This is an optimization exercise on Yosys and OpenROAD, whose aim is small area, a short achievable clock period and few clock cycles, not a production implementation.
The RTL was checked by simulation tests, not by an equivalence proof against the original design.

==> flow/design.v (excerpt) <==
module fp_pow_int #(
    parameter int unsigned NBITS = 8
) (
    input  logic             CLK,
    input  logic             RST,
    input  logic             start,
    input  logic [31:0]      X,
    input  logic [NBITS-1:0] N,
    output logic             busy,
    output logic             done,
    output logic [31:0]      result,
    output logic             overflow,
    output logic             underflow
);
For scale: ~3100 cells after synthesis, about 110 flip-flops, ~79 I/O pins, roughly 26000 sq um of cells after synthesis.
Settings: LEC_CHECK=0, ABC_AREA=1, CAP_MARGIN=20, CORE_MARGIN=2, CORE_UTILIZATION=65, SETUP_SLACK_MARGIN=5, SLEW_MARGIN=20, SYNTH_HIERARCHICAL=1; clock period 14.0 ns.
run.sh (not shown) runs the stock make flow with config.mk's settings and CLKGATE_MAP_FILE= SYNTH_SCRIPT=/design/flow/synth_recipe.tcl, a recipe that flattens the netlist after the stock synthesis.
Testbench counts at the start, summed over its fixed seeds: cycles 99,639.
Change:
==> flow/flow/run.sh (new file) <==
#!/bin/bash
# The standard layout, with timing repair (after clock tree synthesis and after
# global routing) aiming at a setup slack of SETUP_SLACK_MARGIN ns instead of 0.
# The clock period and constraints are the standard flow's, unchanged.
set -euo pipefail
bash standard.sh SETUP_SLACK_MARGIN=7 finish > layout.log 2>&1
==> flow/standard.sh (new file) <==
#!/bin/bash
# synth_recipe.tcl (not shown) runs the flow's synth.tcl, then flattens the netlist and writes it again
# the make line also repeats each setting of config.mk as NAME=value (left out here)
make -C /OpenROAD-flow-scripts/flow DESIGN_CONFIG=/design/flow/config.mk WORK_HOME=/design/flow/orfs CLKGATE_MAP_FILE= SYNTH_SCRIPT=/design/flow/synth_recipe.tcl "${@:-finish}"
--- a/flow/config.mk
+++ b/flow/config.mk
@@ -11,3 +11,2 @@
 export CORE_UTILIZATION = 65
-export SETUP_SLACK_MARGIN = 5
 export SLEW_MARGIN = 20
removed: flow/run.sh
What happened: Routed wire length climbs by 10%. Synthesized cell count does not change. Cell area climbs by 11%. Setup slack gets better by 1.0 ns. Area after synthesis does not change. First-iteration DRC count climbs by 27%. Worst hold slack hardly moves. Flip-flop and latch count does not change. Final cell count climbs by 3.6%.
Change:
--- a/flow/config.mk
+++ b/flow/config.mk
@@ -10,3 +10,3 @@
 export CORE_MARGIN = 2
-export CORE_UTILIZATION = 65
+export CORE_UTILIZATION = 40
 export SLEW_MARGIN = 20
=> Synthesized cell count is unchanged; wire length fell by 2.4%; final cell count increases by 8.2%.

try-onyx:
fp_pow_int, a different RTL version from the one above (not shown whole).
For scale: ~110 flip-flops, ~79 I/O pins, about 25,000 µm² of cells after synthesis.
export LEC_CHECK = 0
export ABC_AREA = 1
export CAP_MARGIN = 20
export CORE_MARGIN = 2
export CORE_UTILIZATION = 40
export SLEW_MARGIN = 20
export SYNTH_HIERARCHICAL = 1
create_clock -name core_clock -period 14.0 [get_ports {CLK}]
standard.sh (not shown) runs the stock make flow with config.mk's settings and CLKGATE_MAP_FILE= SYNTH_SCRIPT=/design/flow/synth_recipe.tcl, a recipe that flattens the netlist after the stock synthesis.
==> flow/flow/run.sh <==
#!/bin/bash
# The standard layout, with timing repair (after clock tree synthesis and after
# global routing) aiming at a setup slack of SETUP_SLACK_MARGIN ns instead of 0.
# The clock period and constraints are the standard flow's, unchanged.
set -euo pipefail
bash standard.sh SETUP_SLACK_MARGIN=7 finish > layout.log 2>&1
try-onyx was carried through to the last stage, and its layout satisfied the timing, design-rule and antenna checks.
Testbench counts of try-onyx, summed over its fixed seeds: cycles 99,639.
The inputs of try-amber differ from those of try-onyx as listed below.
- putting PLACE_DENSITY at 0.7 where nothing was set
==> flow/flow/run.sh <==
#!/bin/bash
# The standard layout, with timing repair (after clock tree synthesis and after
# global routing) aiming at a setup slack of SETUP_SLACK_MARGIN ns instead of 0.
# The clock period and constraints are the standard flow's, unchanged.
set -euo pipefail
bash standard.sh SETUP_SLACK_MARGIN=6 finish > layout.log 2>&1
try-amber — storage element area about 1.4% lower, try-onyx as reference
try-amber vs try-onyx on count of placed standard cells in the final layout, fillers left out: try-amber is the lower one.
DRC marker count from the first detailed-route iteration grows by a few percent when moving from try-onyx to try-amber.
~same count of placed standard cells including taps in try-onyx and try-amber
Max clock period minus worst slack across try-onyx and try-amber: try-amber
try-amber -> try-onyx: instance count along the most critical hold path delta 0, exact match
Looking at worst setup slack across both flows, try-amber is the weaker of the two, with try-onyx ahead.
For try-amber, the launching instance or port of the critical path was base[7], unlike try-onyx, where it was base[18].
Diff try-onyx -> try-amber: final area saw a decrease, sequential fraction of total cell area saw an increase, antenna diode count saw a decrease.
Edits applied to the flow inputs when going from try-amber to try-delta:
- PLACE_DENSITY: 0.7 -> unset
==> flow/flow/run.sh <==
#!/bin/bash
# The standard layout, with timing repair (after clock tree synthesis and after
# global routing) aiming at a setup slack of SETUP_SLACK_MARGIN ns instead of 0.
# The clock period and constraints are the standard flow's, unchanged.
set -euo pipefail
bash standard.sh SETUP_SLACK_MARGIN=5.5 finish > layout.log 2>&1
Results
- try-delta has completed all stages; timing, DRC and antenna checks passed.
- Looking at try-amber and try-delta, the synthesized cell area is a wash.
- Compared with try-amber, try-delta shows a worst-case setup slack after placement that is 190 ps lower.
- try-delta against try-amber: area used by sequential logic in the layout moved up, post-route cell area moved down.
Inputs modified between try-delta and try-sierra:
- removing ABC_AREA (formerly 1)
==> flow/flow/run.sh <==
#!/bin/bash
# The standard layout, with timing repair (after clock tree synthesis and after
# global routing) aiming at a setup slack of SETUP_SLACK_MARGIN ns instead of 0.
# The clock period and constraints are the standard flow's, unchanged.
set -euo pipefail
bash standard.sh SETUP_SLACK_MARGIN=6 finish > layout.log 2>&1
## What came out
- try-sierra has completed all stages; timing, DRC and antenna checks passed.
- Between try-sierra and try-delta, it is try-sierra whose count of inserted tapcells is lower, by 7.6%.
- Taking try-delta as the reference point, the transition time at the pin with the least slew margin of try-sierra rises by 120 ps.
- Fraction of met1 tracks used by global routing delta for try-sierra relative to try-delta: 2.8 points higher
- Area of the die: try-sierra lower than try-delta

## run 1
Starting RTL as in the previous note.
## fp_pow_int
module fp_pow_int #(
    parameter int unsigned NBITS = 8
) (
    input  logic             CLK,
    input  logic             RST,
    input  logic             start,
    input  logic [31:0]      X,
    input  logic [NBITS-1:0] N,
    output logic             busy,
    output logic             done,
    output logic [31:0]      result,
    output logic             overflow,
    output logic             underflow
);
==> flow/config.mk <==
export PLATFORM = sky130hd
export DESIGN_NAME = fp_pow_int
export DESIGN_NICKNAME = fp_pow_int
export VERILOG_FILES = /design/flow/design.v
export SDC_FILE = /design/flow/constraint.sdc
export NUM_CORES = 4
export LEC_CHECK = 0
export ABC_AREA = 1
export CAP_MARGIN = 20
export CORE_MARGIN = 2
export CORE_UTILIZATION = 40
export SLEW_MARGIN = 20
export SYNTH_HIERARCHICAL = 1
==> flow/constraint.sdc <==
create_clock -name core_clock -period 14.0 [get_ports {CLK}]
set_input_delay 2.8000 -clock core_clock [delete_from_list [all_inputs] [get_ports {CLK}]]
set_output_delay 2.8000 -clock core_clock [all_outputs]
set_load 0.01 [all_outputs]
==> flow/flow/run.sh <==
#!/bin/bash
# The standard layout, with timing repair (after clock tree synthesis and after
# global routing) aiming at a setup slack of SETUP_SLACK_MARGIN ns instead of 0.
# The clock period and constraints are the standard flow's, unchanged.
set -euo pipefail
bash standard.sh SETUP_SLACK_MARGIN=10 finish > layout.log 2>&1
Testbench counts of run 1, summed over its fixed seeds: cycles 99,639.
The following lists how run 2 was set up differently from run 1:
-- flow/flow/run.sh --
<<< run 1, line 4
# The clock period and constraints are the standard flow's, unchanged.
set -euo pipefail
bash standard.sh SETUP_SLACK_MARGIN=10 finish > layout.log 2>&1
>>> run 2, line 4
# The clock period and constraints are the standard flow's, unchanged.
set -euo pipefail
bash standard.sh SETUP_SLACK_MARGIN=6.5 finish > layout.log 2>&1
Notes after the runs:
- Run 2 vs. run 1: maximum frequency decreased 4.6%, cell area has decreased, filler-free cell count of the finished design went down by 3.3%.
- Highest routed metal layer = met4: run 2; highest routed metal layer = met5: run 1
The following lists how run 3 was set up differently from run 2:
==> flow/flow/run.sh <==
#!/bin/bash
# The standard layout, with timing repair (after clock tree synthesis and after
# global routing) aiming at a setup slack of SETUP_SLACK_MARGIN ns instead of 0.
# The clock period and constraints are the standard flow's, unchanged.
set -euo pipefail
bash standard.sh SETUP_SLACK_MARGIN=6 finish > layout.log 2>&1
### Flow results
Compared with run 2, run 3 shows a lower final critical-path setup slack. For run 3, the cell type of the slowest stage on the worst timing path was sky130_fd_sc_hd__fa_1, unlike run 2, where it was sky130_fd_sc_hd__edfxtp_1. Compared with run 2, run 3 shows via density per instance lower by 0.63%. Min detailed route wirelength on metal2 across run 2 and run 3: run 3. Going from run 2 to run 3, total number of cells along the worst setup path shrank by a little under 10%. In run 3 relative to run 2, final cell count had gone down slightly. Wire length shrinks by a few percent when moving from run 2 to run 3. Run 3 reports a lower non-clock buffer count than run 2 does.
Input-level comparison between run 4 and run 3:
Settings: ABC_AREA: 1 -> unset.
-- flow/flow/run.sh --
<<< run 3, line 4
# The clock period and constraints are the standard flow's, unchanged.
set -euo pipefail
bash standard.sh SETUP_SLACK_MARGIN=6 finish > layout.log 2>&1
>>> run 4, line 4
# The clock period and constraints are the standard flow's, unchanged.
set -euo pipefail
bash standard.sh SETUP_SLACK_MARGIN=7 finish > layout.log 2>&1
In run 4, synthesized cell count is lower than in run 3.
Delta (run 4 minus run 3): top-level I/O count about even, buffer share of cell area increased by 4.8 points relative to the old numbers.
Run 3 → run 4: global-route usage rose by 2.6 points; wire length +6200 microns; count of clock-buffer cells in the layout went down.
--- input diff run 4..run 5 ---
Settings: SETUP_SLACK_MARGIN: unset -> 5; ABC_AREA: unset -> 1.
==> flow/run.sh (new file) <==
#!/bin/bash
# synth_recipe.tcl (not shown) runs the flow's synth.tcl, then flattens the netlist and writes it again
# the make line also repeats each setting of config.mk as NAME=value (left out here)
make -C /OpenROAD-flow-scripts/flow DESIGN_CONFIG=/design/flow/config.mk WORK_HOME=/design/flow/orfs CLKGATE_MAP_FILE= SYNTH_SCRIPT=/design/flow/synth_recipe.tcl finish
removed: flow/flow/run.sh
removed: flow/standard.sh
## What came out
- Area: run 5 vs run 4 -> run 5 smaller
- Floorplan check, run 5 vs run 4: die outline larger in run 5
- Run 5 against run 4: total placed cells including tap cells picked up an extra about 18%; final routed wirelength across all metal layers lost 6700 microns.
- Run 5 ends up with higher placed standard-cell area than run 4 does.
- Taking run 4 as the reference, in run 5 core outline area went up by 2800 sq um, global placer's final weighted congestion went down by about 5%, XOR/XNOR share of the synthesized area fell by 0.87 points, worst setup slack down 0.75 ns, simple logic cell fraction of the synthesized area rose by 5.5 points.
Changes in run 6 relative to run 5:
Settings: a deleted SETUP_SLACK_MARGIN that had been 5.
==> flow/flow/run.sh (new file) <==
#!/bin/bash
# The standard layout, with timing repair (after clock tree synthesis and after
# global routing) aiming at a setup slack of SETUP_SLACK_MARGIN ns instead of 0.
# The clock period and constraints are the standard flow's, unchanged.
set -euo pipefail
bash standard.sh SETUP_SLACK_MARGIN=9 finish > layout.log 2>&1
==> flow/standard.sh (new file) <==
#!/bin/bash
# synth_recipe.tcl (not shown) runs the flow's synth.tcl, then flattens the netlist and writes it again
# the make line also repeats each setting of config.mk as NAME=value (left out here)
make -C /OpenROAD-flow-scripts/flow DESIGN_CONFIG=/design/flow/config.mk WORK_HOME=/design/flow/orfs CLKGATE_MAP_FILE= SYNTH_SCRIPT=/design/flow/synth_recipe.tcl "${@:-finish}"
removed: flow/run.sh
Findings:
Looking at post-DP HPWL, run 6 sits about 2.4% higher than run 5 does.
Run 6 vs run 5: count of non-filler cells in the finished layout up by a few percent
Measured against each other, run 5 and run 6 differ in sum of buffers and inverters on the critical path, the lower figure coming from run 5.
Worst hold-check slack (run 6 over run 5): increase, 0.0090 ns
The via count of the first global-routing pass reported for run 6 is greater than that of run 5 by 6.5%.
When run 6 is measured against run 5, its shortest period the worst path allows turns out 1.63 ns lower.
Sequential share of layout area (run 6 over run 5): decrease, 1.2 points

## what the ideal ports hide
How much do the figures lean on ideal ports? The routed layouts below were timed once more, with nothing changed but the port constraints. Step 1 (the two cells are an assumption about what drives the block):
set clk [get_ports {CLK}]
set_driving_cell -lib_cell sky130_fd_sc_hd__clkbuf_16 $clk
set_driving_cell -lib_cell sky130_fd_sc_hd__buf_2 [delete_from_list [all_inputs] $clk]
Step 2, shift: input delay + t, output delay - t, t = (earliest + latest rising clock arrival at the registers) / 2. This alone moves slack from input paths to output paths. a / b / c = ideal ports / drivers / drivers and shift; a / b = the first two.
run | t (ns) | slack for setup (ns) | worst register clock-pin slew, ns | worst data-port slew with drivers (ns) | pins driven straight from the clock port
the first run of note 1 | 0.405 | 5.359 / 5.359 / 5.359 | 0.08 / 0.08 | 0.04 | 1
the second run of note 1 | 0.409 | 6.377 / 6.377 / 6.377 | 0.09 / 0.09 | 0.05 | 1
the third run of note 1 | 0.411 | 6.428 / 6.428 / 6.428 | 0.09 / 0.09 | 0.04 | 1
try-onyx | 0.400 | 6.787 / 6.787 / 6.787 | 0.08 / 0.08 | 0.06 | 1
try-amber | 0.380 | 6.331 / 6.331 / 6.331 | 0.08 / 0.08 | 0.05 | 1
try-delta | 0.396 | 5.874 / 5.874 / 5.874 | 0.08 / 0.08 | 0.05 | 1
try-sierra | 0.402 | 5.939 / 5.939 / 5.939 | 0.08 / 0.08 | 0.04 | 1
run 1 | 0.385 | 6.994 / 6.994 / 6.994 | 0.08 / 0.08 | 0.05 | 1
run 2 | 0.400 | 6.655 / 6.655 / 6.655 | 0.08 / 0.08 | 0.06 | 1
run 3 | 0.397 | 6.355 / 6.355 / 6.355 | 0.08 / 0.08 | 0.05 | 1
run 4 | 0.394 | 6.097 / 6.097 / 6.097 | 0.08 / 0.08 | 0.04 | 1
run 5 | 0.396 | 5.348 / 5.348 / 5.348 | 0.08 / 0.08 | 0.06 | 1
run 6 | 0.390 | 6.980 / 6.980 / 6.980 | 0.08 / 0.08 | 0.05 | 1
After both steps every run listed still meets setup and hold.
